Context: an optimization exercise on an open-source flow, tuned for small area, a short achievable clock period and few clock cycles per item. The choices shown serve that exercise and are no tape-out recipe.
Only simulation tests tie the RTL to the original design; equivalence was not proved.
Power is estimated from default activity; no workload was simulated.

== run A ==
==> flow/design.v (excerpt) <==
module direct_mapped_write_through_cache (
    input  logic                            aclk,
    input  logic                            aresetn,
    input  logic                            s_valid,
    output logic                            s_ready,
    input  logic [dmc_pkg::DMC_OP_W-1:0]    s_opcode,
    input  logic [dmc_pkg::DMC_ADDR_W-1:0]  s_addr,
    input  logic [dmc_pkg::DMC_DATA_W-1:0]  s_write_data,
    output logic                            m_valid,
    input  logic                            m_ready,
    output logic [dmc_pkg::DMC_DATA_W-1:0]  m_read_data,
    output logic                            m_hit
);
    localparam int SD = 3;    
    logic        a_valid;
    logic [1:0]  a_op;
    logic [7:0]  a_addr;
    logic [7:0]  a_wd;
    logic [15:0] a_idx_oh;
    logic [3:0]  a_tag_oh;
    logic        b_valid;
    logic        b_rd, b_wr, b_pl;
    logic [7:0]  b_addr;
    logic [7:0]  b_wd;
    logic        b_rw;        
    logic        b_wp;        
    logic [15:0] b_lwe;       
    logic [3:0]  b_wtag_ohn;  
    logic [15:0] b_idx_ohn;   
    logic [3:0]  b_off_ohn;   
    logic [3:0]  b_off_oh;
    logic [31:0] b_blk;       
    logic [3:0]  b_mfwd;      
    logic [7:0]  b_pwd;       
    logic [31:0] b_line;      
    logic [1:0]  b_tag;
    logic        b_v;
    logic       o_valid;
    logic [7:0] o_data, o_data_n;
    logic       o_hit, o_hit_n;
    logic       s_valid_q [SD];
    logic [7:0] s_data    [SD];
    logic       s_hit     [SD];
    logic [4:1] cnt;          
    logic       ready_reg;
    logic        accept, pop, hold;
    logic [31:0] rd_blk, rd_line;
    logic [1:0]  rd_tag;
    logic        rd_v;
    logic        a_rw, a_wp;
    logic        hit;
    logic [31:0] blk_f, base, line_new;
    logic [7:0]  res_data;
  ...
make LEC_CHECK=0 ABC_CLOCK_PERIOD_IN_PS=2300 CAP_MARGIN=20 CORE_MARGIN=2 CORE_UTILIZATION=70 CTS_CLUSTER_DIAMETER=80 CTS_CLUSTER_SIZE=28 SETUP_SLACK_MARGIN=3.7 SLEW_MARGIN=20 finish   # period 6.0 ns
run.sh (not shown) runs the stock make flow with config.mk's settings and CLKGATE_MAP_FILE= SYNTH_SCRIPT=/design/flow/synth_recipe.tcl, a recipe that flattens the netlist after the stock synthesis.
Testbench counts of run A, summed over its fixed seeds: cycles 12,024, items 12,000.
--- input diff run A..run B ---
- CORE_UTILIZATION: 70 -> 75
[summary]
After detailed routing, run A needs less wire than run B.
Share of layout cells above drive strength 1 for run B: 0.55 points up relative to run A
Of run B and run A, the run reporting the lower post-placement cell count was run B.
Row combinational share of power: run B higher / run A lower
Clock transition at the registers of the reported paths of run A is on par with run B.
Run B reached the final stage; the timing, DRC and antenna checks on its layout passed.
Having completed the whole flow, run A delivered a layout that passed the timing, DRC and antenna checks.
~same clock network area share in run B and run A
Going from run A to run B, combined area of the multi-input logic cells grew slightly.
Compared to run A, run B has count of clock-buffer cells in the layout about 12% higher.
Run comparison: run B startpoint of the worst setup timing path o_data[2]; run A startpoint of the worst setup timing path o_data[1]
Run A vs run B, worst setup path endpoint: m_read_data[1] vs m_read_data[2]
Changes in run C relative to run B:
- SETUP_SLACK_MARGIN changed from 3.7 to 3.85
- CTS_CLUSTER_SIZE changed from 28 to 25
- CORE_UTILIZATION changed from 75 to 70
Notes after the runs:
Run C ends up with a combinational cell power that is about 7% higher than in run B. From run B to run C the numbers moved as follows: total instance count after detailed placement has increased; post-cts sizing count went up 163. Sort run C and run B by total iterations of the first detailed-routing run desc -> top: run C.
What run D does differently from run C at the input level:
- changing SETUP_SLACK_MARGIN from 3.85 to 3.7
Findings:
Relative to run C, via count of the first global-routing pass decreased by 741 in run D. There was hardly any difference in sequential cell area between run D and run C. [compare] base=run C new=run D: setup slack now sits lower, minimum clock period after layout rose 0.025 ns. Share of cells above drive strength 1 on run D is down relative to run C. Both conditions hold for run D: the flow ran to the end and the final layout passed the timing, DRC and antenna checks. Compared to run C, the router laid down less metal wire for run D. Run C has a higher total track usage than run D.
The following lists how run E was set up differently from run D:
- changing CORE_UTILIZATION from 70 to 75
==> run notes <==
On run E: detailed placer's ending HPWL is 1100 um higher than what run D gave.
Delta (run E minus run D): starting density of the core went up by 5.2 points, total area of sequential cells neither gained nor lost much, area of all placed cells without fillers shows an increase of 0.46%.
diff inputs: run E => run F
- swapping 3.7 for 3.5 in SETUP_SLACK_MARGIN
- swapping 75 for 70 in CORE_UTILIZATION
[summary]
- Re clock network power share: run F and run E aren't equal, and the higher value belongs to run F.
- Diff run E -> run F | total power divided by cell area | up slightly
- Comparing run F and run E, first-pass GRT wire length is lower on run F.
- Worst setup slack sits lower in run F than in run E.
- Per the comparison of run F with run E, synthesized cell count about even; non-clock buffer count fell about 22%.
- Final wirelength in run F vs run E: down 4.5%
- Compared to run E, run F has data required time at the worst endpoint 1.63 ns higher.

==> re-timing with driven ports <==
The results above use ideal ports. As a check the final layouts listed here were re-extracted and re-timed, cells and wires unchanged.
Step 1: set_driving_cell puts a clkbuf_16 on aclk and a buf_2 on each other input, an assumption about the parent block.
Step 2 adds t to the input delays and takes it off the output delays; t is the mean of the earliest and latest rising clock arrival at the registers after step 1. Input paths then give back, and output paths get back, about the clock's delay inside the block.
Three values: no drivers, after step 1, after step 2; two values: the first two.
| run | shift t [ns] | setup WS [ns] | worst slew at a driven data input, ns |
|---|---|---|---|
| run A | 0.877 | 3.490 / 3.402 / 2.954 | 0.12 |
| run B | 0.871 | 3.504 / 3.418 / 3.227 | 0.05 |
| run C | 0.889 | 3.493 / 3.411 / 3.104 | 0.05 |
| run D | 0.890 | 3.468 / 3.381 / 2.923 | 0.12 |
| run E | 0.896 | 3.496 / 3.408 / 3.049 | 0.05 |
| run F | 0.911 | 3.427 / 3.391 / 2.789 | 0.10 |
After both steps setup and hold are still met in every run listed. For run F, which loses most, drivers alone change the setup slack by -0.036 ns; drivers and shift together by -0.638 ns.
